This design comes from an exercise in tuning for a short achievable clock period and few clock cycles per item on the open sky130 flow, not from production work.
Function was checked by simulation only, so behaviour that the tests miss may differ from the original.
Power is estimated from default activity; no workload was simulated.

**run.sh**
```bash
#!/bin/bash
# synth_recipe.tcl (not shown) runs the flow's synth.tcl, then flattens the netlist and writes it again
# the make line also repeats each setting of config.mk as NAME=value (left out here)
make -C /OpenROAD-flow-scripts/flow DESIGN_CONFIG=/design/flow/config.mk WORK_HOME=/design/flow/orfs CLKGATE_MAP_FILE= SYNTH_SCRIPT=/design/flow/synth_recipe.tcl finish
```
**config.mk**
```make
export PLATFORM = sky130hd
export DESIGN_NAME = cpu_top
export DESIGN_NICKNAME = cpu_top
export VERILOG_FILES = /design/flow/design.v
export SDC_FILE = /design/flow/constraint.sdc
export NUM_CORES = 4
export LEC_CHECK = 0
export CAP_MARGIN = 20
export CORE_MARGIN = 2
export CORE_UTILIZATION = 35
export SETUP_SLACK_MARGIN = 2.8
export SLEW_MARGIN = 20
export SYNTH_HIERARCHICAL = 1
export TNS_END_PERCENT = 20
```
**constraint.sdc**
```tcl
create_clock -name core_clock -period 6.3 [get_ports {clk}]
set_input_delay 1.2600 -clock core_clock [delete_from_list [all_inputs] [get_ports {clk}]]
set_output_delay 1.2600 -clock core_clock [all_outputs]
set_load 0.01 [all_outputs]
```
**design.v**
```verilog
`timescale 1ns/1ps
`default_nettype none
package cpu_pkg;
  localparam int XLEN       = 32;
  localparam int REG_ADDR_W = 5;
  typedef logic [XLEN-1:0]       word_t;
  typedef logic [REG_ADDR_W-1:0] reg_addr_t;
  localparam word_t BOOT_ADDR = '0;
  typedef enum logic [6:0] {
    OP     = 7'b0110011,
    OP_IMM = 7'b0010011,
    LOAD   = 7'b0000011,
    STORE  = 7'b0100011,
    BRANCH = 7'b1100011
  } opcode_e;
  localparam logic [2:0] F3_ADD_SUB = 3'b000;
  localparam logic [2:0] F3_SLT     = 3'b010;
  localparam logic [2:0] F3_XOR     = 3'b100;
  localparam logic [2:0] F3_OR      = 3'b110;
  localparam logic [2:0] F3_AND     = 3'b111;
  localparam logic [2:0] F3_BEQ = 3'b000;
  localparam logic [2:0] F3_BNE = 3'b001;
  typedef enum logic [2:0] {
    ALU_ADD,
    ALU_SUB,
    ALU_AND,
    ALU_OR,
    ALU_XOR,
    ALU_SLT
  } alu_op_e;
  typedef enum logic [1:0] {
    FWD_RF,
    FWD_MEM,
    FWD_WB
  } fwd_sel_e;
endpackage
`default_nettype wire
`timescale 1ns/1ps
`default_nettype none
module if_stage (
  input  logic [31:0] instr_i,
  input  logic [31:0] pc_i,
  input  logic        stall_i,
  input  logic        loop_exit_i,  
  output logic        pred_o,
  output logic [31:0] next_o,       
  output logic [31:0] alt_o         
);
  logic        is_br;
  logic        same;
  logic        pred;
  logic        neg;
  logic [12:0] bimm;
  logic [13:0] tgt_lo;
  logic        c;
  logic [31:0] pc4;
  logic [18:0] pc_hi, hi_p1, hi_m1;
  logic [18:0] tgt_hi1, tgt_hi0;    
  logic [18:0] next_hi1, next_hi0, alt_hi1, alt_hi0;
  assign is_br = (instr_i[6:0] == 7'b1100011);
  assign same  = (instr_i[19:15] == instr_i[24:20]);
  assign pred  = is_br && (same ? !instr_i[12] :
                                  (instr_i[31] ? !loop_exit_i : instr_i[12]));
  assign neg   = instr_i[31];
  assign bimm   = {instr_i[31], instr_i[7], instr_i[30:25], instr_i[11:8], 1'b0};
  assign tgt_lo = {1'b0, pc_i[12:0]} + {1'b0, bimm};
  assign c      = tgt_lo[13];
  assign pc4   = pc_i + 32'd4;
  assign pc_hi = pc_i[31:13];
  assign hi_p1 = pc_hi + 19'd1;
  assign hi_m1 = pc_hi - 19'd1;
  assign tgt_hi1 = neg ? pc_hi : hi_p1;
  assign tgt_hi0 = neg ? hi_m1 : pc_hi;
  assign next_hi1 = stall_i ? pc_hi : (pred ? tgt_hi1 : pc4[31:13]);
  assign next_hi0 = stall_i ? pc_hi : (pred ? tgt_hi0 : pc4[31:13]);
  assign alt_hi1  = pred ? pc4[31:13] : tgt_hi1;
  assign alt_hi0  = pred ? pc4[31:13] : tgt_hi0;
  assign next_o[31:13] = c ? next_hi1 : next_hi0;
  assign alt_o[31:13]  = c ? alt_hi1 : alt_hi0;
  assign next_o[12:0]  = stall_i ? pc_i[12:0] : (pred ? tgt_lo[12:0] : pc4[12:0]);
  assign alt_o[12:0]   = pred ? pc4[12:0] : tgt_lo[12:0];
  assign pred_o        = pred;
endmodule
module if_rs_decode (
  input  logic [31:0] instr_i,
  output logic [31:1] rs1_oh_o,
  output logic [31:1] rs2_oh_o
);
  always_comb begin
    for (int i = 1; i < 32; i++) begin
      rs1_oh_o[i] = (instr_i[19:15] == 5'(i));
      rs2_oh_o[i] = (instr_i[24:20] == 5'(i));
    end
  end
endmodule
`default_nettype wire
module loop_lookup #(
  parameter int N = 4
) (
  input  logic [10:0]    tag_i,
  input  logic [N-1:0]   valid_i,
  input  logic [N*11-1:0] tags_i,
  input  logic [N*4-1:0] cur_i,
  input  logic [N*4-1:0] trip_i,
  input  logic [N-1:0]   trip_valid_i,
  output logic           hit_o,
  output logic [N-1:0]   hit_oh_o,
  output logic           exit_o
);
  always_comb begin
    exit_o = 1'b0;
    for (int e = 0; e < N; e++) begin
      hit_oh_o[e] = valid_i[e] && (tags_i[e*11 +: 11] == tag_i);
      if (hit_oh_o[e] && trip_valid_i[e] && (cur_i[e*4 +: 4] == trip_i[e*4 +: 4])) begin
        exit_o = 1'b1;
      end
    end
    hit_o = |hit_oh_o;
  end
endmodule
module loop_update #(
  parameter int N = 4
) (
  input  logic [10:0]     tag_i,
  input  logic [N-1:0]    hit_oh_i,
  input  logic            hit_i,
  input  logic [1:0]      next_i,
  input  logic [N-1:0]    valid_i,
  input  logic [N*11-1:0] tags_i,
  input  logic [N*4-1:0]  cur_i,
  input  logic [N*4-1:0]  trip_i,
  input  logic [N-1:0]    trip_valid_i,
  output logic [N-1:0]    valid_o,
  output logic [N*11-1:0] tags_o,
  output logic [N*4-1:0]  cur_t_o,          
  output logic [N*4-1:0]  cur_n_o,          
  output logic [N*4-1:0]  trip_n_o,         
  output logic [N-1:0]    trip_valid_t_o,
  output logic [N-1:0]    trip_valid_n_o,
  output logic [1:0]      next_o
);
  always_comb begin
    valid_o        = valid_i;
    tags_o         = tags_i;
    cur_t_o        = cur_i;
    cur_n_o        = cur_i;
    trip_n_o       = trip_i;
    trip_valid_t_o = trip_valid_i;
    trip_valid_n_o = trip_valid_i;
    next_o         = hit_i ? next_i : next_i + 2'd1;
    for (int e = 0; e < N; e++) begin
      if (hit_oh_i[e]) begin
        if (cur_i[e*4 +: 4] != 4'hf) cur_t_o[e*4 +: 4] = cur_i[e*4 +: 4] + 4'd1;
        cur_n_o[e*4 +: 4]  = 4'd0;
        trip_n_o[e*4 +: 4] = cur_i[e*4 +: 4];
        trip_valid_n_o[e]  = (cur_i[e*4 +: 4] != 4'hf);
      end else if (!hit_i && (next_i == 2'(e))) begin
        valid_o[e]         = 1'b1;
        tags_o[e*11 +: 11] = tag_i;
        cur_t_o[e*4 +: 4]  = 4'd1;
        cur_n_o[e*4 +: 4]  = 4'd0;
        trip_n_o[e*4 +: 4] = 4'd0;
        trip_valid_t_o[e]  = 1'b0;
        trip_valid_n_o[e]  = 1'b1;
      end
    end
  end
endmodule
`timescale 1ns/1ps
`default_nettype none
module id_stage (
  input  logic [31:0] instr_i,
  input  logic [31:0] rs1_val_i,
  input  logic [31:0] rs2_val_i,
  input  logic [31:0] mem_imm_i,   
  input  logic        ex_we_i,
  input  logic [4:0]  ex_rd_i,
  output logic [31:0] addr_o,      
  output logic [31:0] b_o,         
  output logic        fwd_a_o,     
  output logic        fwd_b_o,     
  output logic        fwd_s_o,     
  output logic        writes_o,    
  output logic        load_o,
  output logic        store_o,
  output logic        branch_o,
  output logic        loop_o,      
  output logic        bne_o,
  output logic        sub_o,
  output logic        add_o,
  output logic        slt_o,
  output logic        xor_o,
  output logic        or_o,
  output logic        and_o
);
  logic [6:0]  opc;
  logic [2:0]  f3;
  logic [4:0]  rs1, rs2, rd;
  logic        is_op, is_opimm, is_load, is_store, is_br;
  logic [31:0] imm_i;
  assign opc = instr_i[6:0];
  assign f3  = instr_i[14:12];
  assign rs1 = instr_i[19:15];
  assign rs2 = instr_i[24:20];
  assign rd  = instr_i[11:7];
  assign is_op    = (opc == 7'b0110011);
  assign is_opimm = (opc == 7'b0010011);
  assign is_load  = (opc == 7'b0000011);
  assign is_store = (opc == 7'b0100011);
  assign is_br    = (opc == 7'b1100011);
  assign imm_i = {{20{instr_i[31]}}, instr_i[31:20]};
  always_comb begin
    sub_o = 1'b0;
    add_o = 1'b0;
    slt_o = 1'b0;
    xor_o = 1'b0;
    or_o  = 1'b0;
    and_o = 1'b0;
    if (is_op || is_opimm) begin
      case (f3)
        3'b000:  begin add_o = 1'b1; sub_o = is_op && instr_i[30]; end
        3'b010:  begin slt_o = 1'b1; sub_o = 1'b1; end
        3'b100:  xor_o = 1'b1;
        3'b110:  or_o  = 1'b1;
        3'b111:  and_o = 1'b1;
        default: ;
      endcase
    end
  end
  assign addr_o   = rs1_val_i + mem_imm_i;
  assign b_o      = (is_op || is_br) ? rs2_val_i : imm_i;
  assign fwd_a_o  = ex_we_i && (ex_rd_i == rs1);
  assign fwd_s_o  = ex_we_i && (ex_rd_i == rs2);
  assign fwd_b_o  = fwd_s_o && (is_op || is_br);
  assign writes_o = (is_op || is_opimm || is_load) && (rd != 5'd0);
  assign load_o   = is_load;
  assign store_o  = is_store;
  assign branch_o = is_br;
  assign loop_o   = instr_i[31] && (rs1 != rs2);
  assign bne_o    = f3[0];
endmodule
`default_nettype wire
`timescale 1ns/1ps
`default_nettype none
module reg_file (
  input  logic [31*32-1:0] regs_i,
  input  logic [31:1]      sel_oh_i,
  input  logic             byp_i,
  input  logic [31:0]      byp_data_i,
  output logic [31:0]      data_o
);
  logic [31:0] v;
  always_comb begin
    v = '0;
    for (int i = 1; i < 32; i++) begin
      v = v | (regs_i[(i-1)*32 +: 32] & {32{sel_oh_i[i]}});
    end
  end
  assign data_o = byp_i ? byp_data_i : v;
endmodule
`default_nettype wire
`timescale 1ns/1ps
`default_nettype none
module ex_stage (
  input  logic [31:0] a_i,
  input  logic [31:0] b_i,
  input  logic        sub_i,
  input  logic        add_i,
  input  logic        slt_i,
  input  logic        xor_i,
  input  logic        or_i,
  input  logic        and_i,
  output logic [31:0] res_o
);
  logic [32:0] sum;
  logic        lt;
  assign sum = {a_i, 1'b1} + {b_i, sub_i};
  assign lt  = (a_i[31] != b_i[31]) ? sum[32] : a_i[31];
  assign res_o = ({32{add_i}} & sum[32:1])
               | ({32{slt_i}} & {31'd0, lt})
               | ({32{xor_i}} & (a_i ^ b_i))
               | ({32{or_i}}  & (a_i | b_i))
               | ({32{and_i}} & (a_i & b_i));
endmodule
module ex_branch (
  input  logic [31:0] a_i,
  input  logic [31:0] b_i,
  input  logic        bne_i,
  input  logic        pred_i,
  input  logic        branch_i,
  output logic        taken_o,
  output logic        mispredict_o
);
  assign taken_o      = (a_i == b_i) ^ bne_i;
  assign mispredict_o = branch_i && (taken_o != pred_i);
endmodule
`default_nettype wire
`timescale 1ns/1ps
`default_nettype none
module hazard_unit (
  input  logic [31:0] instr_i,      
  input  logic        id_valid_i,
  input  logic        id_writes_i,  
  input  logic [4:0]  id_rd_i,
  input  logic        stall_i,
  input  logic        mispredict_i,
  output logic        stall_d_o
);
  logic mem_op;
  assign mem_op    = (instr_i[6:0] == 7'b0000011) || (instr_i[6:0] == 7'b0100011);
  assign stall_d_o = !mispredict_i && !stall_i && id_valid_i && id_writes_i && mem_op &&
                     (id_rd_i == instr_i[19:15]);
endmodule
`default_nettype wire
`timescale 1ns/1ps
`default_nettype none
module cpu_top (
  input  logic           clk,
  input  logic           rst_n_i,
  input  cpu_pkg::word_t instr_i,
  input  cpu_pkg::word_t dmem_rdata_i,
  output cpu_pkg::word_t imem_addr_o,
  output cpu_pkg::word_t dmem_addr_o,
  output cpu_pkg::word_t dmem_wdata_o,
  output logic           dmem_rd_o,
  output logic           dmem_wr_o
);
  logic [31:0] pc_q;
  logic        id_valid_q;
  logic [31:0] id_instr_q;
  logic        id_pred_q;
  logic [31:0] id_alt_pc_q;     
  logic [10:0] id_tag_q;        
  logic [31:0] id_rs1_q;        
  logic [31:0] id_rs2_q;
  logic [31:0] id_mem_imm_q;    
  logic        id_byp1_q;       
  logic        id_byp2_q;
  logic        stall;           
  logic        ex_we_q;         
  logic        ex_load_q;       
  logic        ex_store_q;      
  logic        ex_branch_q;
  logic        ex_ld_sel_q;     
  logic [4:0]  ex_rd_q;
  logic [31:0] ex_addr_q;
  logic [31:0] ex_wdata_q;
  logic [31:0] ex_a_q;          
  logic [31:0] ex_b_q;          
  logic        ex_sub_q;
  logic        ex_add_q;
  logic        ex_slt_q;
  logic        ex_xor_q;
  logic        ex_or_q;
  logic        ex_and_q;
  logic        ex_bne_q;
  logic        ex_pred_q;
  logic [31:0] ex_alt_pc_q;
  logic [10:0] ex_tag_q;
  logic        ex_loop_q;       
  logic        wb_we_q;
  logic [4:0]  wb_rd_q;
  logic [31:0] wb_res_q;
  logic [31:0] rf [1:31];
  logic [31*32-1:0] rf_flat;
  localparam int LP_N = 4;
  logic [LP_N-1:0]    lp_valid_q;
  logic [LP_N*11-1:0] lp_tag_q;
  logic [LP_N*4-1:0]  lp_cur_q;
  logic [LP_N*4-1:0]  lp_trip_q;
  logic [LP_N-1:0]    lp_trip_valid_q;
  logic [1:0]         lp_next_q;    
  always_comb begin
    for (int i = 1; i < 32; i++) begin
      rf_flat[(i-1)*32 +: 32] = rf[i];
    end
  end
  assign imem_addr_o  = pc_q;
  assign dmem_addr_o  = ex_addr_q;
  assign dmem_wdata_o = ex_wdata_q;
  assign dmem_rd_o    = ex_load_q;
  assign dmem_wr_o    = ex_store_q;
  logic        mispredict;
  logic        ex_taken;
  logic [31:0] alu_res;
  logic        if_pred;
  logic [31:0] if_next;
  logic [31:0] if_alt;
  logic [31:0] pc_d;
  logic [31:1] if_rs1_oh, if_rs2_oh;
  logic [31:0] if_rs1, if_rs2;
  logic        lp_exit;
  logic        lp_if_hit_unused;
  logic [LP_N-1:0] lp_if_hit_oh_unused;
  loop_lookup #(.N(LP_N)) lp_if_i (
    .tag_i(pc_q[12:2]), .valid_i(lp_valid_q), .tags_i(lp_tag_q), .cur_i(lp_cur_q),
    .trip_i(lp_trip_q), .trip_valid_i(lp_trip_valid_q), .hit_o(lp_if_hit_unused),
    .hit_oh_o(lp_if_hit_oh_unused), .exit_o(lp_exit)
  );
  if_stage if_stage_i (
    .instr_i(instr_i), .pc_i(pc_q), .stall_i(stall), .loop_exit_i(lp_exit),
    .pred_o(if_pred), .next_o(if_next), .alt_o(if_alt)
  );
  if_rs_decode if_rs_decode_i (
    .instr_i(instr_i), .rs1_oh_o(if_rs1_oh), .rs2_oh_o(if_rs2_oh)
  );
  reg_file rd1_i (
    .regs_i(rf_flat), .sel_oh_i(if_rs1_oh), .byp_i(wb_we_q && (wb_rd_q == instr_i[19:15])),
    .byp_data_i(wb_res_q), .data_o(if_rs1)
  );
  reg_file rd2_i (
    .regs_i(rf_flat), .sel_oh_i(if_rs2_oh), .byp_i(wb_we_q && (wb_rd_q == instr_i[24:20])),
    .byp_data_i(wb_res_q), .data_o(if_rs2)
  );
  assign pc_d = mispredict ? ex_alt_pc_q : if_next;
  always_ff @(posedge clk or negedge rst_n_i) begin
    if (!rst_n_i) begin
      pc_q <= '0;
    end else begin
      pc_q <= pc_d;
    end
  end
  always_ff @(posedge clk or negedge rst_n_i) begin
    if (!rst_n_i) begin
      id_valid_q <= 1'b0;
    end else if (mispredict) begin
      id_valid_q <= 1'b0;
    end else if (!stall) begin
      id_valid_q <= 1'b1;
    end
  end
  logic [31:0] id_rs1, id_rs2;
  assign id_rs1 = id_byp1_q ? wb_res_q : id_rs1_q;
  assign id_rs2 = id_byp2_q ? wb_res_q : id_rs2_q;
  always_ff @(posedge clk) begin
    if (!stall) begin
      id_byp1_q <= ex_we_q && (ex_rd_q == instr_i[19:15]);
      id_byp2_q <= ex_we_q && (ex_rd_q == instr_i[24:20]);
      id_rs1_q  <= if_rs1;
      id_rs2_q  <= if_rs2;
    end else begin
      id_byp1_q <= ex_we_q && (ex_rd_q == id_instr_q[19:15]);
      id_byp2_q <= ex_we_q && (ex_rd_q == id_instr_q[24:20]);
      id_rs1_q  <= id_rs1;
      id_rs2_q  <= id_rs2;
    end
  end
  always_ff @(posedge clk) begin
    if (!stall) begin
      id_instr_q  <= instr_i;
      id_tag_q    <= pc_q[12:2];
      id_pred_q   <= if_pred;
      id_alt_pc_q <= if_alt;
      id_mem_imm_q <= (instr_i[6:4] == 3'b010) ?
                      {{20{instr_i[31]}}, instr_i[31:25], instr_i[11:7]} :
                      {{20{instr_i[31]}}, instr_i[31:20]};
    end
  end
  logic [31:0] id_addr, id_b;
  logic        id_fa, id_fb, id_fs;
  logic        id_writes, id_load, id_store, id_branch, id_loop, id_bne;
  logic        id_sub, id_add, id_slt, id_xor, id_or, id_and;
  id_stage id_stage_i (
    .instr_i(id_instr_q), .rs1_val_i(id_rs1), .rs2_val_i(id_rs2), .mem_imm_i(id_mem_imm_q),
    .ex_we_i(ex_we_q), .ex_rd_i(ex_rd_q),
    .addr_o(id_addr), .b_o(id_b), .fwd_a_o(id_fa), .fwd_b_o(id_fb), .fwd_s_o(id_fs),
    .writes_o(id_writes), .load_o(id_load), .store_o(id_store), .branch_o(id_branch),
    .loop_o(id_loop), .bne_o(id_bne), .sub_o(id_sub), .add_o(id_add), .slt_o(id_slt),
    .xor_o(id_xor), .or_o(id_or), .and_o(id_and)
  );
  logic stall_d;
  hazard_unit hazard_unit_i (
    .instr_i(instr_i), .id_valid_i(id_valid_q), .id_writes_i(id_writes),
    .id_rd_i(id_instr_q[11:7]), .stall_i(stall), .mispredict_i(mispredict),
    .stall_d_o(stall_d)
  );
  always_ff @(posedge clk or negedge rst_n_i) begin
    if (!rst_n_i) begin
      stall <= 1'b0;
    end else begin
      stall <= stall_d;
    end
  end
  logic id_go;
  assign id_go = id_valid_q && !stall && !mispredict;
  always_ff @(posedge clk or negedge rst_n_i) begin
    if (!rst_n_i) begin
      ex_we_q     <= 1'b0;
      ex_load_q   <= 1'b0;
      ex_store_q  <= 1'b0;
      ex_branch_q <= 1'b0;
    end else begin
      ex_we_q     <= id_go && id_writes;
      ex_load_q   <= id_go && id_load;
      ex_store_q  <= id_go && id_store;
      ex_branch_q <= id_go && id_branch;
    end
  end
  always_ff @(posedge clk) begin
    ex_rd_q     <= id_instr_q[11:7];
    ex_ld_sel_q <= id_load;
    ex_addr_q   <= id_addr;
    ex_wdata_q  <= id_fs ? alu_res : id_rs2;
    ex_a_q      <= id_fa ? alu_res : id_rs1;
    case ({id_fb, id_sub})
      2'b11:   ex_b_q <= ~alu_res;
      2'b10:   ex_b_q <= alu_res;
      2'b01:   ex_b_q <= ~id_b;
      default: ex_b_q <= id_b;
    endcase
    ex_sub_q    <= id_sub;
    ex_add_q    <= id_add;
    ex_slt_q    <= id_slt;
    ex_xor_q    <= id_xor;
    ex_or_q     <= id_or;
    ex_and_q    <= id_and;
    ex_bne_q    <= id_bne;
    ex_pred_q   <= id_pred_q;
    ex_alt_pc_q <= id_alt_pc_q;
    ex_tag_q    <= id_tag_q;
    ex_loop_q   <= id_loop;
  end
  logic [31:0] alu_core;
  ex_stage ex_stage_i (
    .a_i(ex_a_q), .b_i(ex_b_q), .sub_i(ex_sub_q), .add_i(ex_add_q), .slt_i(ex_slt_q),
    .xor_i(ex_xor_q), .or_i(ex_or_q), .and_i(ex_and_q), .res_o(alu_core)
  );
  assign alu_res = alu_core | ({32{ex_ld_sel_q}} & dmem_rdata_i);
  ex_branch ex_branch_i (
    .a_i(ex_a_q), .b_i(ex_b_q), .bne_i(ex_bne_q), .pred_i(ex_pred_q),
    .branch_i(ex_branch_q), .taken_o(ex_taken), .mispredict_o(mispredict)
  );
  logic            lp_ex_hit;
  logic [LP_N-1:0] lp_ex_hit_oh;
  logic            lp_ex_exit_unused;
  loop_lookup #(.N(LP_N)) lp_ex_i (
    .tag_i(ex_tag_q), .valid_i(lp_valid_q), .tags_i(lp_tag_q), .cur_i(lp_cur_q),
    .trip_i(lp_trip_q), .trip_valid_i(lp_trip_valid_q), .hit_o(lp_ex_hit),
    .hit_oh_o(lp_ex_hit_oh), .exit_o(lp_ex_exit_unused)
  );
  logic [LP_N-1:0]    lp_valid_d;
  logic [LP_N*11-1:0] lp_tag_d;
  logic [LP_N*4-1:0]  lp_cur_t, lp_cur_n, lp_trip_n;
  logic [LP_N-1:0]    lp_trip_valid_t, lp_trip_valid_n;
  logic [1:0]         lp_next_d;
  loop_update #(.N(LP_N)) lp_upd_i (
    .tag_i(ex_tag_q), .hit_oh_i(lp_ex_hit_oh), .hit_i(lp_ex_hit), .next_i(lp_next_q),
    .valid_i(lp_valid_q), .tags_i(lp_tag_q), .cur_i(lp_cur_q), .trip_i(lp_trip_q),
    .trip_valid_i(lp_trip_valid_q), .valid_o(lp_valid_d), .tags_o(lp_tag_d),
    .cur_t_o(lp_cur_t), .cur_n_o(lp_cur_n), .trip_n_o(lp_trip_n),
    .trip_valid_t_o(lp_trip_valid_t), .trip_valid_n_o(lp_trip_valid_n), .next_o(lp_next_d)
  );
  always_ff @(posedge clk or negedge rst_n_i) begin
    if (!rst_n_i) begin
      lp_valid_q      <= '0;
      lp_tag_q        <= '0;
      lp_cur_q        <= '0;
      lp_trip_q       <= '0;
      lp_trip_valid_q <= '0;
      lp_next_q       <= '0;
    end else if (ex_branch_q && ex_loop_q) begin
      lp_valid_q      <= lp_valid_d;
      lp_tag_q        <= lp_tag_d;
      lp_next_q       <= lp_next_d;
      lp_cur_q        <= ex_taken ? lp_cur_t : lp_cur_n;
      lp_trip_q       <= ex_taken ? lp_trip_q : lp_trip_n;
      lp_trip_valid_q <= ex_taken ? lp_trip_valid_t : lp_trip_valid_n;
    end
  end
  always_ff @(posedge clk or negedge rst_n_i) begin
    if (!rst_n_i) begin
      wb_we_q <= 1'b0;
    end else begin
      wb_we_q <= ex_we_q;
    end
  end
  always_ff @(posedge clk) begin
    wb_rd_q  <= ex_rd_q;
    wb_res_q <= alu_res;
  end
  always_ff @(posedge clk or negedge rst_n_i) begin
    if (!rst_n_i) begin
      for (int i = 1; i < 32; i++) begin
        rf[i] <= '0;
      end
    end else if (wb_we_q) begin
      rf[wb_rd_q] <= wb_res_q;
    end
  end
endmodule
`default_nettype wire
```
==> impl_metrics.yaml, run 1 <==
outcome:
  status: "no timing/DRC/antenna violations"
cts:
  clk_latency_ps: 830
  htree_levels: 4
  cts_tree: "yes"
  clock_sinks: 1487
  cts_hold_buf: 0
  root_buffer: "clkbuf_16"
  cts_made_buffers: 158
  cts.clk_slew.worst_paths_ps: 60
  cts_buffer_depth: 3
place:
  dpl.hpwl_um: 184200
  dp.cells: 9612
  portBuffers: 163
  gp_congestion: 0.9328
  dp_slack_ps: 1219
route:
  firstDrtPassIters: 6
  first_iter_violations: 8199
  route.vias.total: 62060
  post_drt_wl_per_cell_um: 29.54
  drc: 0
  ant_nets: 0
  drt_wl_total_um: 295100
  via_per_inst: 6.213
floorplan:
  die_y_um: 475.7
  die_x_um: 475.7
  die_area_um2: 226200
  start_util: 0.3513
  pin_count: 164
  num_rows: 173
  core_area_um2: 221700
setup_path:
  endpoint_kind: "flip-flop"
  start_kind: "primary input"
  slowest_delay_ps: 770
  reg2reg_depth: 9
  arrival_ps: 4350
  critPathSlowestCell: "nor2_4"
  crit_required_ps: 7030
  path_max_fanout: 20
  crit_chain: "clkdlybuf4s50_1, buf_6, nand2b_4, buf_4, nor2_4, buf_4, a221oi_1, nand4_1, o32a_1, nor2_1, nor2_1"
  critPathTopFamily: "simple AND/OR/NAND/NOR gates"
  cp_num_cells: 11
  path_class: "in2reg"
  critPathBufInv: 4
min_path:
  worst_hold_path_type: "reg2reg"
  holdPathStages: 0
global_routing:
  grt_start_max_net_pins: 138
  grt_pass1_wl_um: 422400
  grtUsageTotal: 0.2519
  grt_use_met3: 0.06199
  grt_use_met1: 0.3349
  grt_busiest_layer: "met2"
  grt_pass1_vias: 60600
  antenna_found_initial: 11
  gr-total-overflow: 0
  grt.met2_usage: 0.3748
timing:
  clock_skew_ps: 72.80
  setup_viol: 0
  post-route-period-util: 0.5758
  setup_tns_ps: 0
  layout_min_cycle_time_ps: 3628
  postLayoutSetupSlackWorst_ps: 2672
  drv_slew: 0
  fmax_mhz: 275.6
  rsz0062_at_grt: "yes"
  worst_pin_slew_ps: 1237
  max_slew_margin: 0.1754
  hold_viol_final: 0
yosys:
  syn-instance-count: 6863
  synthesis.area_um2: 77860
  synth_fp_nets: 7050
  ys_warn_count: 13
  syn_area_per_cell_um2: 11.34
final_layout:
  fill_cells: 21130
  mostFrequentLayoutCells: "mux2_2, dfrtp_1, nor2_1"
  area_growth_syn_to_layout_pct: 14.58
  final_cell_count_no_fill: 9989
  multiInputGateArea_um2: 39190
  seq_area_um2: 36210
  fin_util: 0.4025
  nNetsFinal: 7064
  drive_above_1_share: 0.2974
  final_common_cell: "mux2_2"
job:
  cap_violations: 0
power_and_ir_drop:
  cellLeakagePower_nw: 39.62
  ir_worst_vdd_v: 0.0002262
  power.density_nw_per_um2: 252.0
## flip-flops by register name, indices dropped and copies added, names as in the netlist, 31 cells and up
register / flops
id_rs2_q: 32
wb_res_q: 32
ex_wdata_q: 32
id_alt_pc_q: 32
ex_addr_q: 32
ex_alt_pc_q: 32
lp_tag_q: 44
rf: 992
ex_b_q: 32
pc_q: 32
id_instr_q: 31
id_rs1_q: 32
ex_a_q: 32
## final timing paths
path	startpoint	end	slack, ps
min in group asynchronous	rst_n_i	rf[22][18]$_DFFE_PN0P_	490
worst min-delay path	id_tag_q[0]$_DFFE_PN_	ex_tag_q[0]$_DFF_P_	330
max in group asynchronous	rst_n_i	rf[25][30]$_DFFE_PN0P_	4210
worst min register to register	id_tag_q[0]$_DFFE_PN_	ex_tag_q[0]$_DFF_P_	330
worst max-delay path	instr_i[19]	id_rs1_q[28]$_DFF_P_	2670
worst max register to register	id_byp1_q$_DFF_P_	ex_addr_q[27]$_DFF_P_	2800
## repair_timing
item,4_1_cts,5_1_grt
resized for setup,103,109
setup buffers,23,51
endpoints found under the setup margin,245,237
cloned,2,3
pin swaps,12,32
## per-layer routing
layer	part of all wire	vias to the layer above
li1	-	25940
met1	0.40	31630
met2	0.43	3644
met3	0.10	848
met4	0.061	0
met5	0	-
## power breakdown
| part | switching (mW) | leakage (nW) | total [mW] | internal [mW] |
|---|---|---|---|---|
| registers | 0.451 | 18.8 | 10.4 | 9.98 |
| clock network | 4.14 | 2.58 | 9.59 | 5.45 |
| logic | 1.42 | 18.3 | 2.46 | 1.04 |
| total | 6.01 | 39.6 | 22.5 | 16.5 |
## stage by stage
step           hold slack (ps)  total power, mW  cell area, um^2
3_3_place_gp             323.9            12.82            82470
4_1_cts                  326.9            22.45            88330
2_1_floorplan            323.3            11.93            77950
6_report                 331.5            22.48            89210
5_1_grt                  326.1            23.22            89200
3_5_place_dp             326.9            12.86            82470
## cell type report
type,instances,area share
diodes,13,0.0003647
flip-flops and latches,1487,0.4059
repair inverters,2,0.0001964
clock inverters,49,0.007377
inverters,145,0.006367
repair buffers,439,0.04686
multi-input cells,4644,0.4393
well taps,2975,0.04173
clock buffers,235,0.05187
Testbench counts, summed over its fixed seeds: cycles 110,451, instrs 106,229.
==> inputs of run 2 (changes only) <==
--- a/design.v
+++ b/design.v
@@ -173,8 +173,8 @@
   input  logic [31:0] rs1_val_i,
   input  logic [31:0] rs2_val_i,
   input  logic [31:0] mem_imm_i,   
-  input  logic        ex_we_i,
-  input  logic [4:0]  ex_rd_i,
+  input  logic        fwd1_i,      
+  input  logic        fwd2_i,
   output logic [31:0] addr_o,      
   output logic [31:0] b_o,         
   output logic        fwd_a_o,     
@@ -229,9 +229,9 @@
   end
   assign addr_o   = rs1_val_i + mem_imm_i;
   assign b_o      = (is_op || is_br) ? rs2_val_i : imm_i;
-  assign fwd_a_o  = ex_we_i && (ex_rd_i == rs1);
-  assign fwd_s_o  = ex_we_i && (ex_rd_i == rs2);
-  assign fwd_b_o  = fwd_s_o && (is_op || is_br);
+  assign fwd_a_o  = fwd1_i;
+  assign fwd_s_o  = fwd2_i;
+  assign fwd_b_o  = fwd2_i && (is_op || is_br);
   assign writes_o = (is_op || is_opimm || is_load) && (rd != 5'd0);
   assign load_o   = is_load;
   assign store_o  = is_store;
@@ -295,6 +295,36 @@
   assign mispredict_o = branch_i && (taken_o != pred_i);
 endmodule
 `default_nettype wire
+module id_branch (
+  input  logic [31:0] rs1_i,        
+  input  logic [31:0] rs2_i,
+  input  logic        fwd1_i,       
+  input  logic        fwd2_i,
+  input  logic [31:0] ex_a_i,       
+  input  logic [31:0] ex_b_i,
+  input  logic        ex_cin_i,
+  input  logic        ex_add_i,     
+  input  logic        bne_i,
+  input  logic        pred_i,
+  input  logic        branch_i,     
+  output logic        resolved_o,   
+  output logic        mispredict_o
+);
+  logic eq_rr, eq_1, eq_2, eq;
+  function automatic logic sum_is(logic [31:0] a, logic [31:0] b, logic cin, logic [31:0] k);
+    logic [31:0] need_c, gen_c;
+    need_c = a ^ b ^ k;
+    gen_c  = (a & b) | ((a ^ b) & ~k);
+    sum_is = (need_c == {gen_c[30:0], cin});
+  endfunction
+  assign eq_rr = (rs1_i == rs2_i);
+  assign eq_1  = sum_is(ex_a_i, ex_b_i, ex_cin_i, rs2_i);    
+  assign eq_2  = sum_is(ex_a_i, ex_b_i, ex_cin_i, rs1_i);    
+  assign eq = (!fwd1_i && !fwd2_i && eq_rr) || (fwd1_i && fwd2_i) ||
+              (fwd1_i && !fwd2_i && eq_1) || (!fwd1_i && fwd2_i && eq_2);
+  assign resolved_o   = branch_i && (!(fwd1_i ^ fwd2_i) || ex_add_i);
+  assign mispredict_o = resolved_o && (eq != (pred_i ^ bne_i));
+endmodule
 `timescale 1ns/1ps
 `default_nettype none
 module hazard_unit (
@@ -334,13 +364,14 @@
   logic [31:0] id_rs1_q;        
   logic [31:0] id_rs2_q;
   logic [31:0] id_mem_imm_q;    
-  logic        id_byp1_q;       
-  logic        id_byp2_q;
+  logic        id_fwd1_q;       
+  logic        id_fwd2_q;
   logic        stall;           
   logic        ex_we_q;         
   logic        ex_load_q;       
   logic        ex_store_q;      
   logic        ex_branch_q;
+  logic        ex_check_q;      
   logic        ex_ld_sel_q;     
   logic [4:0]  ex_rd_q;
   logic [31:0] ex_addr_q;
@@ -412,7 +443,8 @@
     .regs_i(rf_flat), .sel_oh_i(if_rs2_oh), .byp_i(wb_we_q && (wb_rd_q == instr_i[24:20])),
     .byp_data_i(wb_res_q), .data_o(if_rs2)
   );
-  assign pc_d = mispredict ? ex_alt_pc_q : if_next;
+  logic id_mispredict;
+  assign pc_d = mispredict ? ex_alt_pc_q : (id_mispredict ? id_alt_pc_q : if_next);
   always_ff @(posedge clk or negedge rst_n_i) begin
     if (!rst_n_i) begin
       pc_q <= '0;
@@ -423,26 +455,26 @@
   always_ff @(posedge clk or negedge rst_n_i) begin
     if (!rst_n_i) begin
       id_valid_q <= 1'b0;
-    end else if (mispredict) begin
+    end else if (mispredict || id_mispredict) begin
       id_valid_q <= 1'b0;
     end else if (!stall) begin
       id_valid_q <= 1'b1;
     end
   end
   logic [31:0] id_rs1, id_rs2;
-  assign id_rs1 = id_byp1_q ? wb_res_q : id_rs1_q;
-  assign id_rs2 = id_byp2_q ? wb_res_q : id_rs2_q;
+  assign id_rs1 = id_rs1_q;
+  assign id_rs2 = id_rs2_q;
   always_ff @(posedge clk) begin
     if (!stall) begin
-      id_byp1_q <= ex_we_q && (ex_rd_q == instr_i[19:15]);
-      id_byp2_q <= ex_we_q && (ex_rd_q == instr_i[24:20]);
-      id_rs1_q  <= if_rs1;
-      id_rs2_q  <= if_rs2;
+      id_rs1_q  <= (ex_we_q && (ex_rd_q == instr_i[19:15])) ? alu_res : if_rs1;
+      id_rs2_q  <= (ex_we_q && (ex_rd_q == instr_i[24:20])) ? alu_res : if_rs2;
+      id_fwd1_q <= id_valid_q && id_writes && (id_instr_q[11:7] == instr_i[19:15]);
+      id_fwd2_q <= id_valid_q && id_writes && (id_instr_q[11:7] == instr_i[24:20]);
     end else begin
-      id_byp1_q <= ex_we_q && (ex_rd_q == id_instr_q[19:15]);
-      id_byp2_q <= ex_we_q && (ex_rd_q == id_instr_q[24:20]);
-      id_rs1_q  <= id_rs1;
-      id_rs2_q  <= id_rs2;
+      id_rs1_q  <= (ex_we_q && (ex_rd_q == id_instr_q[19:15])) ? alu_res : id_rs1_q;
+      id_rs2_q  <= (ex_we_q && (ex_rd_q == id_instr_q[24:20])) ? alu_res : id_rs2_q;
+      id_fwd1_q <= 1'b0;
+      id_fwd2_q <= 1'b0;
     end
   end
   always_ff @(posedge clk) begin
@@ -462,7 +494,7 @@
   logic        id_sub, id_add, id_slt, id_xor, id_or, id_and;
   id_stage id_stage_i (
     .instr_i(id_instr_q), .rs1_val_i(id_rs1), .rs2_val_i(id_rs2), .mem_imm_i(id_mem_imm_q),
-    .ex_we_i(ex_we_q), .ex_rd_i(ex_rd_q),
+    .fwd1_i(id_fwd1_q), .fwd2_i(id_fwd2_q),
     .addr_o(id_addr), .b_o(id_b), .fwd_a_o(id_fa), .fwd_b_o(id_fb), .fwd_s_o(id_fs),
     .writes_o(id_writes), .load_o(id_load), .store_o(id_store), .branch_o(id_branch),
     .loop_o(id_loop), .bne_o(id_bne), .sub_o(id_sub), .add_o(id_add), .slt_o(id_slt),
@@ -483,13 +515,22 @@
   end
   logic id_go;
   assign id_go = id_valid_q && !stall && !mispredict;
+  logic id_resolved;
+  id_branch id_branch_i (
+    .rs1_i(id_rs1), .rs2_i(id_rs2), .fwd1_i(id_fa), .fwd2_i(id_fs), .ex_a_i(ex_a_q),
+    .ex_b_i(ex_b_q), .ex_cin_i(ex_sub_q), .ex_add_i(ex_add_q), .bne_i(id_bne),
+    .pred_i(id_pred_q), .branch_i(id_valid_q && id_branch && !mispredict),
+    .resolved_o(id_resolved), .mispredict_o(id_mispredict)
+  );
   always_ff @(posedge clk or negedge rst_n_i) begin
     if (!rst_n_i) begin
       ex_we_q     <= 1'b0;
       ex_load_q   <= 1'b0;
       ex_store_q  <= 1'b0;
       ex_branch_q <= 1'b0;
+      ex_check_q  <= 1'b0;
     end else begin
+      ex_check_q  <= id_go && id_branch && !id_resolved;
       ex_we_q     <= id_go && id_writes;
       ex_load_q   <= id_go && id_load;
       ex_store_q  <= id_go && id_store;
@@ -528,7 +569,7 @@
   assign alu_res = alu_core | ({32{ex_ld_sel_q}} & dmem_rdata_i);
   ex_branch ex_branch_i (
     .a_i(ex_a_q), .b_i(ex_b_q), .bne_i(ex_bne_q), .pred_i(ex_pred_q),
-    .branch_i(ex_branch_q), .taken_o(ex_taken), .mispredict_o(mispredict)
+    .branch_i(ex_check_q), .taken_o(ex_taken), .mispredict_o(mispredict)
   );
   logic            lp_ex_hit;
   logic [LP_N-1:0] lp_ex_hit_oh;
==> flow/run.sh (new file) <==
#!/bin/bash
# The standard layout (standard.sh, standard synthesis included), except that the port
# buffers that global placement inserts are sky130_fd_sc_hd__buf_4 rather than the delay
# buffer buffer_ports picks by itself. Every input and output port still gets its buffer.
# The whole output of the make run goes to standard_flow.log in the work folder.
set -euo pipefail
bash standard.sh 'BUFFER_PORTS_ARGS=-buffer_cell sky130_fd_sc_hd__buf_4' finish > standard_flow.log 2>&1
==> standard.sh (new file) <==
#!/bin/bash
# synth_recipe.tcl (not shown) runs the flow's synth.tcl, then flattens the netlist and writes it again
# the make line also repeats each setting of config.mk as NAME=value (left out here)
make -C /OpenROAD-flow-scripts/flow DESIGN_CONFIG=/design/flow/config.mk WORK_HOME=/design/flow/orfs CLKGATE_MAP_FILE= SYNTH_SCRIPT=/design/flow/synth_recipe.tcl "${@:-finish}"
--- a/config.mk
+++ b/config.mk
@@ -8,7 +8,7 @@
 export CAP_MARGIN = 20
 export CORE_MARGIN = 2
 export CORE_UTILIZATION = 35
-export SETUP_SLACK_MARGIN = 2.8
+export SETUP_SLACK_MARGIN = 3.1
 export SLEW_MARGIN = 20
 export SYNTH_HIERARCHICAL = 1
-export TNS_END_PERCENT = 20
+export TNS_END_PERCENT = 50
removed: run.sh
==> run 2 against run 1 <==
  * Critical endpoint is now id_rs1_q[31]$_DFFE_PP_
  * Global-route usage up 0.21 points
  * Wire length up 4.6%
  * Sequential power about the same
  * Largest power group unchanged
  * Sequential share of layout area shrank 1.4 points
  * Non-clock buffer count rose by 134
==> impl_metrics.yaml, run 2 <==
cts:
  cts_made_buffers: 164
  cts_hold_buf: 0
  clock_sinks: 1488
  cts.clk_slew.worst_paths_ps: 70
  clk_latency_ps: 850
  cts_buffer_depth: 3
  root_buffer: "clkbuf_16"
  cts_tree: "yes"
  htree_levels: 4
setup_path:
  path_max_fanout: 4
  crit_required_ps: 6900
  start_kind: "flip-flop"
  critPathSlowestCell: "fa_2"
  crit_top_cell: "buf_4"
  slowest_delay_ps: 420
  arrival_ps: 4230
  endpoint_kind: "flip-flop"
  path_class: "reg2reg"
  crit_chain: "fa_2, a21oi_4, nor4b_4, o21ai_2, a211oi_4, a311oi_4, nor4_4, buf_4, o211ai_1, and3_1, o31ai_2, a21oi_1, buf_4, inv_4, mux2_4"
final_layout:
  mostFrequentLayoutCells: "mux2_2, dfrtp_1, buf_4"
  largest_register_ff_count: 992
  final_common_cell: "mux2_2"
  area_growth_syn_to_layout_pct: 16.62
  regMostFlops: "rf"
  drive_above_1_share: 0.3412
  nNetsFinal: 7456
  fin_util: 0.4105
  reg_top3: "rf x992, lp_tag_q x44"
  final_cell_count_no_fill: 10380
  final_area_um2: 94380
timing:
  post-route-period-util: 0.5770
  setup_viol: 0
  holdWs_ps: 339.8
  worst_pin_slew_ps: 1348
  drv_slew: 0
  clock_skew_ps: 43.52
  layout_min_cycle_time_ps: 3635
  max_slew_margin: 0.1017
  rsz0062_at_grt: "yes"
  hold_viol_final: 0
  setup_tns_ps: 0
  fmax_mhz: 275.1
power_and_ir_drop:
  power_frac_clock: 0.428
  swShare: 0.2749
  p_int_mw: 17.04
  cellLeakagePower_nw: 41.92
  pwr-share-seq: 0.456
  switchingPower_mw: 6.460
  ir_worst_vdd_v: 0.0003080
  comb_power_share: 0.116
  power.density_nw_per_um2: 249.0
route:
  post_drt_wl_per_cell_um: 29.73
  ant_nets: 0
  first_iter_violations: 7744
  drc: 0
  via_per_inst: 6.215
  route.vias.total: 64520
  drt_wl_total_um: 308700
  firstDrtPassIters: 9
place:
  gp_congestion: 0.9418
  place_area_um2: 85010
  dpl.hpwl_um: 193700
  portBuffers: 163
  dp.cells: 9832
floorplan:
  start_util: 0.3520
  die_y_um: 484.9
  pin_count: 164
  die_x_um: 484.9
  core_area_um2: 229900
  die_area_um2: 235100
  num_rows: 176
global_routing:
  antenna_found_initial: 22
  grtUsageTotal: 0.2540
  grt_start_max_net_pins: 154
  gr-total-overflow: 0
  grt_pass1_vias: 63530
  grt_pass1_wl_um: 444900
yosys:
  synthesis.area_um2: 80930
  synth_fp_nets: 7303
  syn-instance-count: 7050
  ys_warn_count: 14
  syn_area_per_cell_um2: 11.48
outcome:
  status: "no timing/DRC/antenna violations"
min_path:
  worst_hold_path_type: "reg2reg"
job:
  cap_violations: 0
-- run 2: cell count changes in the layout (fill, tap and decap cells not counted), moves of 30 or more --
| cell | before | now |
|---|---|---|
| clkdlybuf4s50_1 | 148 | 0 |
| a21oi_1 | 309 | 276 |
| dfxtp_1 | 280 | 161 |
| inv_1 | 139 | 174 |
| edfxtp_1 | 81 | 145 |
| xnor2_1 | 188 | 234 |
| buf_4 | 223 | 489 |
| mux2_2 | 1202 | 1118 |
| nand2_1 | 151 | 193 |
| xor2_1 | 119 | 171 |
| o21ai_1 | 8 | 58 |
| fa_1 | 1 | 61 |
| mux2_1 | 16 | 46 |
| nor2_1 | 396 | 190 |
-- run 2: power by group through the flow --
stage	Clock, mW	Sequential [mW]	Combinational, mW
after detailed placement	0	10.9	2.43
after global routing	10.6	10.8	2.92
after floorplan	0	10.5	1.80
after CTS	10.2	10.7	2.62
final	10.1	10.7	2.71
after global placement	0	10.9	2.41
-- run 2: routing by layer --
metal / part of all wire / GRT usage / vias to the layer above
met5: 0.00035 / 0 / -
met4: 0.060 / 0.1378 / 16
met3: 0.10 / 0.07420 / 937
met2: 0.44 / 0.3820 / 3728
met1: 0.40 / 0.3277 / 32950
li1: - / - / 26900
-- run 2: final timing paths --
path | from | slack [ps] | depth (start not counted) | endpoint
min in group asynchronous | rst_n_i | 490 | 1 | rf[17][5]$_DFFE_PN0P_
min reg2reg | id_tag_q[0]$_DFFE_PN_ | 340 | 0 | ex_tag_q[0]$_DFF_P_
max in group asynchronous | rst_n_i | 4130 | 2 | pc_q[5]$_DFF_PN0_
max | ex_b_q[0]$_DFF_P_ | 2670 | 15 | id_rs1_q[31]$_DFFE_PP_
max reg2reg | ex_b_q[0]$_DFF_P_ | 2670 | 15 | id_rs1_q[31]$_DFFE_PP_
min | id_tag_q[0]$_DFFE_PN_ | 340 | 0 | ex_tag_q[0]$_DFF_P_
-- run 2: critical path: cells and delay by family, from the launching register on --
kind	cells	cell delay (ps)
AO/OA/AOI/OAI	7	1550
adder cells (fa/ha/maj)	1	420
buffers and inverters	3	400
flip-flops	1	360
multiplexers	1	250
AND/OR/NAND/NOR	3	400
-- run 2: cell type report --
| type | instances | area [um^2] |
|---|---|---|
| tap | 3026 | 3786 |
| fill | 21510 | 135500 |
| timing repair buffer | 573 | 4982 |
| sequential | 1488 | 37020 |
| multi-input combinational | 4759 | 42120 |
| clock buffer | 229 | 4659 |
| antenna | 15 | 37.54 |
| inverter | 217 | 864.6 |
| clock inverter | 75 | 913.4 |
-- run 2: metrics by stage --
| step | worst slack [ps] | total power [mW] |
|---|---|---|
| finish | 2665 | 23.50 |
| global route | 2586 | 24.26 |
| CTS | 2671 | 23.49 |
| detailed placement | 1565 | 13.34 |
| global placement | 1560 | 13.30 |
| floorplan | 2670 | 12.35 |
-- run 2: repair_timing --
item,4_1_cts,5_1_grt
gates cloned,6,1
pin swaps,61,88
endpoints found under the setup margin,317,246
resized for setup,294,197
buffers inserted,135,89
Testbench counts of run 2, summed over its fixed seeds: cycles 108,760, instrs 106,229.
==> inputs of run 3 (changes only) <==
--- a/design.v
+++ b/design.v
@@ -401,6 +401,9 @@
   logic [LP_N*4-1:0]  lp_trip_q;
   logic [LP_N-1:0]    lp_trip_valid_q;
   logic [1:0]         lp_next_q;    
+  logic               lp_upd_q;     
+  logic               lp_taken_q;
+  logic [10:0]        lp_upd_tag_q;
   always_comb begin
     for (int i = 1; i < 32; i++) begin
       rf_flat[(i-1)*32 +: 32] = rf[i];
@@ -542,10 +545,10 @@
     ex_ld_sel_q <= id_load;
     ex_addr_q   <= id_addr;
     ex_wdata_q  <= id_fs ? alu_res : id_rs2;
-    ex_a_q      <= id_fa ? alu_res : id_rs1;
+    ex_a_q      <= id_fa ? alu_fwd : id_rs1;
     case ({id_fb, id_sub})
-      2'b11:   ex_b_q <= ~alu_res;
-      2'b10:   ex_b_q <= alu_res;
+      2'b11:   ex_b_q <= ~alu_fwd;
+      2'b10:   ex_b_q <= alu_fwd;
       2'b01:   ex_b_q <= ~id_b;
       default: ex_b_q <= id_b;
     endcase
@@ -562,20 +565,38 @@
     ex_loop_q   <= id_loop;
   end
   logic [31:0] alu_core;
+  logic [31:0] alu_core_fwd;
+  logic [31:0] alu_fwd;         
   ex_stage ex_stage_i (
     .a_i(ex_a_q), .b_i(ex_b_q), .sub_i(ex_sub_q), .add_i(ex_add_q), .slt_i(ex_slt_q),
     .xor_i(ex_xor_q), .or_i(ex_or_q), .and_i(ex_and_q), .res_o(alu_core)
   );
   assign alu_res = alu_core | ({32{ex_ld_sel_q}} & dmem_rdata_i);
+  ex_stage ex_stage_fwd_i (
+    .a_i(ex_a_q), .b_i(ex_b_q), .sub_i(ex_sub_q), .add_i(ex_add_q), .slt_i(ex_slt_q),
+    .xor_i(ex_xor_q), .or_i(ex_or_q), .and_i(ex_and_q), .res_o(alu_core_fwd)
+  );
+  assign alu_fwd = alu_core_fwd | ({32{ex_ld_sel_q}} & dmem_rdata_i);
   ex_branch ex_branch_i (
     .a_i(ex_a_q), .b_i(ex_b_q), .bne_i(ex_bne_q), .pred_i(ex_pred_q),
     .branch_i(ex_check_q), .taken_o(ex_taken), .mispredict_o(mispredict)
   );
+  always_ff @(posedge clk or negedge rst_n_i) begin
+    if (!rst_n_i) begin
+      lp_upd_q <= 1'b0;
+    end else begin
+      lp_upd_q <= ex_branch_q && ex_loop_q;
+    end
+  end
+  always_ff @(posedge clk) begin
+    lp_taken_q   <= ex_taken;
+    lp_upd_tag_q <= ex_tag_q;
+  end
   logic            lp_ex_hit;
   logic [LP_N-1:0] lp_ex_hit_oh;
   logic            lp_ex_exit_unused;
   loop_lookup #(.N(LP_N)) lp_ex_i (
-    .tag_i(ex_tag_q), .valid_i(lp_valid_q), .tags_i(lp_tag_q), .cur_i(lp_cur_q),
+    .tag_i(lp_upd_tag_q), .valid_i(lp_valid_q), .tags_i(lp_tag_q), .cur_i(lp_cur_q),
     .trip_i(lp_trip_q), .trip_valid_i(lp_trip_valid_q), .hit_o(lp_ex_hit),
     .hit_oh_o(lp_ex_hit_oh), .exit_o(lp_ex_exit_unused)
   );
@@ -585,7 +606,7 @@
   logic [LP_N-1:0]    lp_trip_valid_t, lp_trip_valid_n;
   logic [1:0]         lp_next_d;
   loop_update #(.N(LP_N)) lp_upd_i (
-    .tag_i(ex_tag_q), .hit_oh_i(lp_ex_hit_oh), .hit_i(lp_ex_hit), .next_i(lp_next_q),
+    .tag_i(lp_upd_tag_q), .hit_oh_i(lp_ex_hit_oh), .hit_i(lp_ex_hit), .next_i(lp_next_q),
     .valid_i(lp_valid_q), .tags_i(lp_tag_q), .cur_i(lp_cur_q), .trip_i(lp_trip_q),
     .trip_valid_i(lp_trip_valid_q), .valid_o(lp_valid_d), .tags_o(lp_tag_d),
     .cur_t_o(lp_cur_t), .cur_n_o(lp_cur_n), .trip_n_o(lp_trip_n),
@@ -599,13 +620,13 @@
       lp_trip_q       <= '0;
       lp_trip_valid_q <= '0;
       lp_next_q       <= '0;
-    end else if (ex_branch_q && ex_loop_q) begin
+    end else if (lp_upd_q) begin
       lp_valid_q      <= lp_valid_d;
       lp_tag_q        <= lp_tag_d;
       lp_next_q       <= lp_next_d;
-      lp_cur_q        <= ex_taken ? lp_cur_t : lp_cur_n;
-      lp_trip_q       <= ex_taken ? lp_trip_q : lp_trip_n;
-      lp_trip_valid_q <= ex_taken ? lp_trip_valid_t : lp_trip_valid_n;
+      lp_cur_q        <= lp_taken_q ? lp_cur_t : lp_cur_n;
+      lp_trip_q       <= lp_taken_q ? lp_trip_q : lp_trip_n;
+      lp_trip_valid_q <= lp_taken_q ? lp_trip_valid_t : lp_trip_valid_n;
     end
   end
   always_ff @(posedge clk or negedge rst_n_i) begin
==> run 3 against run 2 <==
  * Still clean
  * First-iteration DRC count grew 15%
  * Sequential share of layout area shrank 1.4 points
  * Register-to-register slack gained 140 ps
  * Critical path type unchanged
  * Largest cell class unchanged
==> impl_metrics.yaml, run 3 <==
min_path:
  holdPathStages: 0
  worst_hold_path_type: "reg2reg"
power_and_ir_drop:
  pwr-share-seq: 0.452
  p_int_mw: 17.39
  power_frac_clock: 0.425
  switchingPower_mw: 6.669
  comb_power_share: 0.123
  swShare: 0.2772
  ir_worst_vdd_v: 0.0002925
  power.density_nw_per_um2: 244.1
  cellLeakagePower_nw: 43.66
  p_total_mw: 24.06
setup_path:
  path_max_fanout: 8
  start_kind: "flip-flop"
  crit_required_ps: 7000
  path_class: "reg2reg"
  endpoint_kind: "flip-flop"
  arrival_ps: 4200
  reg2reg_depth: 12
route:
  via_per_inst: 6.334
  post_drt_wl_per_cell_um: 31.06
  drt_wl_total_um: 340000
  ant_nets: 0
  firstDrtPassIters: 10
  drc: 0
  route.vias.total: 69350
  first_iter_violations: 8919
place:
  gp_congestion: 0.9630
  dpl.hpwl_um: 212300
  portBuffers: 163
timing:
  fmax_mhz: 285.8
  hold_viol_final: 0
  post-route-period-util: 0.5553
  worst_pin_slew_ps: 1293
  setup_tns_ps: 0
  max_slew_margin: 0.1373
  drv_slew: 0
  rsz0062_at_grt: "yes"
  clock_skew_ps: 56.69
  layout_min_cycle_time_ps: 3498
  setup_viol: 0
yosys:
  ys_warn_count: 14
  synthesis.area_um2: 84450
  syn_area_per_cell_um2: 11.28
  syn-instance-count: 7490
  synth_fp_nets: 7808
final_layout:
  reg_top3: "rf x992, lp_tag_q x44"
  largest_register_ff_count: 992
  final_common_cell: "mux2_2"
  mostFrequentLayoutCells: "mux2_2, dfrtp_1, buf_4"
  drive_above_1_share: 0.3323
  fill_cells: 22380
  area_growth_syn_to_layout_pct: 16.70
  nNetsFinal: 7925
  regMostFlops: "rf"
cts:
  cts_tree: "yes"
  clk_latency_ps: 840
  cts_buffer_depth: 3
  clock_sinks: 1501
  cts_made_buffers: 167
  root_buffer: "clkbuf_16"
  cts_hold_buf: 0
  cts.clk_slew.worst_paths_ps: 60
  htree_levels: 4
global_routing:
  grt_pass1_wl_um: 481600
  grt_start_max_net_pins: 136
  grtUsageTotal: 0.2664
  antenna_found_initial: 22
  gr-total-overflow: 0
  grt_pass1_vias: 67140
outcome:
  status: "no timing/DRC/antenna violations"
floorplan:
  die_y_um: 495.2
  die_area_um2: 245200
  pin_count: 164
  core_area_um2: 240300
  die_x_um: 495.2
  num_rows: 180
  start_util: 0.3514
job:
  cap_violations: 0
[run 3: per-layer routing]
layer	share of wire	global-route usage	wire [um]
met1	0.38	0.3435	130800
met2	0.43	0.3968	145300
met3	0.11	0.07302	38830
met4	0.073	0.1615	24930
met5	0.00042	0	143
[run 3: power groups by stage]
stage	clock network (mW)	logic (mW)	registers, mW
finish	10.2	2.96	10.9
global route	10.7	3.17	10.9
CTS	10.3	2.83	10.9
detailed placement	0	2.68	11.0
global placement	0	2.66	11.0
floorplan	0	1.91	10.7
[run 3: timing repair]
| action | CTS | global route |
|---|---|---|
| gates cloned | 11 | 7 |
| pin swaps | 81 | 84 |
| hold endpoints to repair | 0 | 0 |
| gates resized for setup | 322 | 195 |
| setup endpoints to repair | 296 | 220 |
| setup buffers | 141 | 62 |
[run 3: final cells by class]
cell class / count / area [um^2] / share of cell area
Clock inverter: 59 / 709.4 / 0.007198
Inverter: 253 / 963.4 / 0.009776
Clock buffer: 255 / 5019 / 0.05092
Multi-Input combinational cell: 5129 / 45530 / 0.4620
Antenna cell: 12 / 30.03 / 0.0003047
Tap cell: 3185 / 3985 / 0.04044
Timing Repair Buffer: 555 / 5009 / 0.05082
Sequential cell: 1501 / 37310 / 0.3786
[run 3: critical path: stages (launching register included)]
cell and delay [ps]:
edfxtp_1 550, inv_1 140, fa_1 590, xor2_1 210
nand4_1 130, or4_4 580, nand3_4 150, mux2i_4 290
buf_6 130, buf_12 130, buf_16 160, mux2i_1 190
o21ai_0 90
[run 3: path summary, 6_finish.rpt]
check / from / endpoint / slack (ps)
worst max register to register: id_rs1_q[24]$_DFFE_PP_ / pc_q[0]$_DFF_PN0_ / 2800
max in group asynchronous: rst_n_i / rf[31][10]$_DFFE_PN0P_ / 4350
min in group asynchronous: rst_n_i / pc_q[12]$_DFF_PN0_ / 480
worst max-delay path: id_rs1_q[24]$_DFFE_PP_ / pc_q[0]$_DFF_PN0_ / 2800
worst min register to register: ex_tag_q[7]$_DFF_P_ / lp_upd_tag_q[7]$_DFF_P_ / 320
worst min-delay path: ex_tag_q[7]$_DFF_P_ / lp_upd_tag_q[7]$_DFF_P_ / 320
[run 3: stage by stage]
step,worst slack [ps],cell area [um^2],cells,utilization,hold slack [ps]
finish,2802,98550,10950,0.4101,324.7
CTS,2871,97010,10870,0.4037,325.9
floorplan,2670,84600,7490,-,309.6
detailed placement,1342,88740,10400,0.3693,312.1
global placement,1369,88690,10400,0.3691,311.7
global route,2744,98530,10940,0.4100,331.1
Testbench counts of run 3, summed over its fixed seeds: cycles 108,905, instrs 106,229.
==> inputs of run 4 (changes only) <==
--- a/config.mk
+++ b/config.mk
@@ -7,7 +7,8 @@
 export LEC_CHECK = 0
 export CAP_MARGIN = 20
 export CORE_MARGIN = 2
-export CORE_UTILIZATION = 35
+export CORE_UTILIZATION = 50
+export PLACE_DENSITY = 0.72
 export SETUP_SLACK_MARGIN = 3.1
 export SLEW_MARGIN = 20
 export SYNTH_HIERARCHICAL = 1
==> run 4 against run 3 <==
  * Still clean
  * Non-clock buffer count decreased by 28
  * Die area down 30%
  * Sequential power hardly changed
  * Combinational power fell by 2%
  * Final area is 2.1% lower
  * Count of clock-buffer cells in the layout shrank 32
  * Worst setup slack got worse by 64 ps
  * Hold slack improved by 1.2 ps
  * Register-to-register slack got worse by 60 ps
  * Largest power group unchanged
  * Highest routed layer unchanged
==> impl_metrics.yaml, run 4 <==
floorplan:
  die_area_um2: 172200
  start_util: 0.5045
  core_area_um2: 167400
  die_y_um: 415.0
  num_rows: 150
  die_x_um: 415.0
  pin_count: 164
setup_path:
  endpoint_kind: "flip-flop"
  rr_startpoint: "id_rs1_q[28]$_DFFE_PP_"
  worstReg2RegEnd: "pc_q[4]$_DFF_PN0_"
  crit_end: "pc_q[4]$_DFF_PN0_"
  crit_path_start: "id_rs1_q[28]$_DFFE_PP_"
  arrival_ps: 4250
  r2r_slack_ps: 2740
  reg2reg_depth: 12
  path_max_fanout: 6
  path_class: "reg2reg"
  start_kind: "flip-flop"
  crit_required_ps: 6980
timing:
  worst_pin_slew_ps: 1315
  post-route-period-util: 0.5655
  rsz0062_at_grt: "yes"
  hold_viol_final: 0
  drv_slew: 0
  max_slew_margin: 0.1232
  clock_skew_ps: 54.76
  layout_min_cycle_time_ps: 3562
  setup_tns_ps: 0
  fmax_mhz: 280.7
  setup_viol: 0
route:
  via_per_inst: 7.061
  route.vias.total: 70020
  ant_nets: 0
  post_drt_wl_per_cell_um: 32.22
  drc: 0
  drt_wl_total_um: 319500
  firstDrtPassIters: 12
  first_iter_violations: 10430
cts:
  cts_made_buffers: 158
  cts.clk_slew.worst_paths_ps: 60
  htree_levels: 4
  cts_hold_buf: 0
  cts_buffer_depth: 3
  cts_tree: "yes"
  clk_latency_ps: 870
  clock_sinks: 1501
  root_buffer: "clkbuf_16"
global_routing:
  gr-total-overflow: 0
  grt_pass1_vias: 67220
  grtUsageTotal: 0.3554
  grt_start_max_net_pins: 167
  antenna_found_initial: 17
  grt_pass1_wl_um: 454600
place:
  dp.cells: 9409
  dpl.hpwl_um: 202900
  place_area_um2: 87420
  portBuffers: 163
  gp_congestion: 0.9857
final_layout:
  fill_cells: 13400
  nNetsFinal: 7885
  drive_above_1_share: 0.3292
  area_growth_syn_to_layout_pct: 14.27
  mostFrequentLayoutCells: "mux2_2, dfrtp_1, buf_4"
  final_area_um2: 96500
  regMostFlops: "rf"
  final_cell_count_no_fill: 9916
  reg_top3: "rf x992, lp_tag_q x44"
  final_common_cell: "mux2_2"
  largest_register_ff_count: 992
power_and_ir_drop:
  cellLeakagePower_nw: 43.17
  ir_worst_vdd_v: 0.0002222
  power.density_nw_per_um2: 244.7
  p_total_mw: 23.62
yosys:
  syn_area_per_cell_um2: 11.28
  synth_fp_nets: 7808
  syn-instance-count: 7490
  synthesis.area_um2: 84450
  ys_warn_count: 14
job:
  cap_violations: 0
outcome:
  status: "no timing/DRC/antenna violations"
min_path:
  worst_hold_path_type: "reg2reg"
==> run 4: area by class of cell <==
cell class	count	area (um^2)	share of cell area
antenna	11	27.53	0.0002852
clock buffer	223	4532	0.04696
clock inverter	71	877.1	0.009089
inverter	253	955.9	0.009906
multi-input combinational	5126	45450	0.4710
sequential	1501	37330	0.3868
tap	2204	2758	0.02858
timing repair buffer	527	4573	0.04739
==> run 4: layer usage <==
metal	track usage	vias up	share of wire
met5	0.002223	-	0.00043
met4	0.2502	16	0.081
met3	0.1244	1503	0.13
met2	0.5099	5201	0.42
met1	0.4464	34920	0.37
li1	-	28380	-
==> run 4: worst min-delay path by stage <==
stage / start / endpoint / cells after the start
2_1_floorplan: ex_tag_q[0]$_DFF_P_ / lp_upd_tag_q[0]$_DFF_P_ / 0
3_3_place_gp: ex_tag_q[7]$_DFF_P_ / lp_upd_tag_q[7]$_DFF_P_ / 0
5_1_grt: ex_tag_q[10]$_DFF_P_ / lp_upd_tag_q[10]$_DFF_P_ / 0
6_report: ex_tag_q[4]$_DFF_P_ / lp_upd_tag_q[4]$_DFF_P_ / 0
3_5_place_dp: ex_tag_q[10]$_DFF_P_ / lp_upd_tag_q[10]$_DFF_P_ / 0
4_1_cts: ex_tag_q[6]$_DFF_P_ / lp_upd_tag_q[6]$_DFF_P_ / 0
==> run 4: critical path: stages (launching register included) <==
cell and delay, ps:
edfxtp_1 570, inv_1 120, fa_1 500, xnor2_1 210, nor4_1 240, nand4_1 210, or4_4 480, nand3_4 130
mux2i_4 250, buf_12 190, buf_12 170, mux2i_1 200, o21ai_1 100
==> run 4: what timing repair did <==
action / in CTS / in global routing
setup buffers: 107 / 84
resized for setup: 283 / 209
endpoints found under the setup margin: 298 / 218
pin swaps: 59 / 114
gates cloned: 5 / 4
==> run 4: power by group <==
part           internal [mW]  switching, mW
clock                   5.57           4.21
sequential              10.2          0.724
combinational           1.24           1.65
==> run 4: metrics by stage <==
stage	utilization	hold slack [ps]	setup slack [ps]
after global routing	0.5764	329.0	2727
after global placement	0.5220	309.8	1669
after CTS	0.5666	326.2	2850
after detailed placement	0.5222	312.8	1644
final	0.5764	325.9	2738
after floorplan	-	309.6	2670

-- static timing again, ports no longer ideal --
In the flow no input, the clock included, has a driving cell. The finished layouts below were timed again as built, in two steps. Step 1, drivers: a clkbuf_16 drives clk and a buf_2 each remaining input, both assumed. Step 2 moves the port delays by t, midway between the first and last clock arrival at a register: inputs arrive t later, outputs are due t later. That takes back most of the time a late clock gives input paths. Three values: ideal ports, drivers, drivers and shift; two values: the first two.
run | t (ns) | slack for setup (ns) | worst setup path after step 2
run 1 | 0.885 | 2.672 / 2.741 / 1.856 | input to register
run 2 | 0.924 | 2.665 / 2.665 / 1.979 | input to register
run 3 | 0.922 | 2.802 / 2.802 / 1.991 | input to register
run 4 | 0.928 | 2.738 / 2.738 / 1.866 | input to register
After both steps every run listed still meets setup and hold. The setup slack of run 4, which loses most, moves by 0.000 ns with the drivers and by -0.872 ns with both steps.
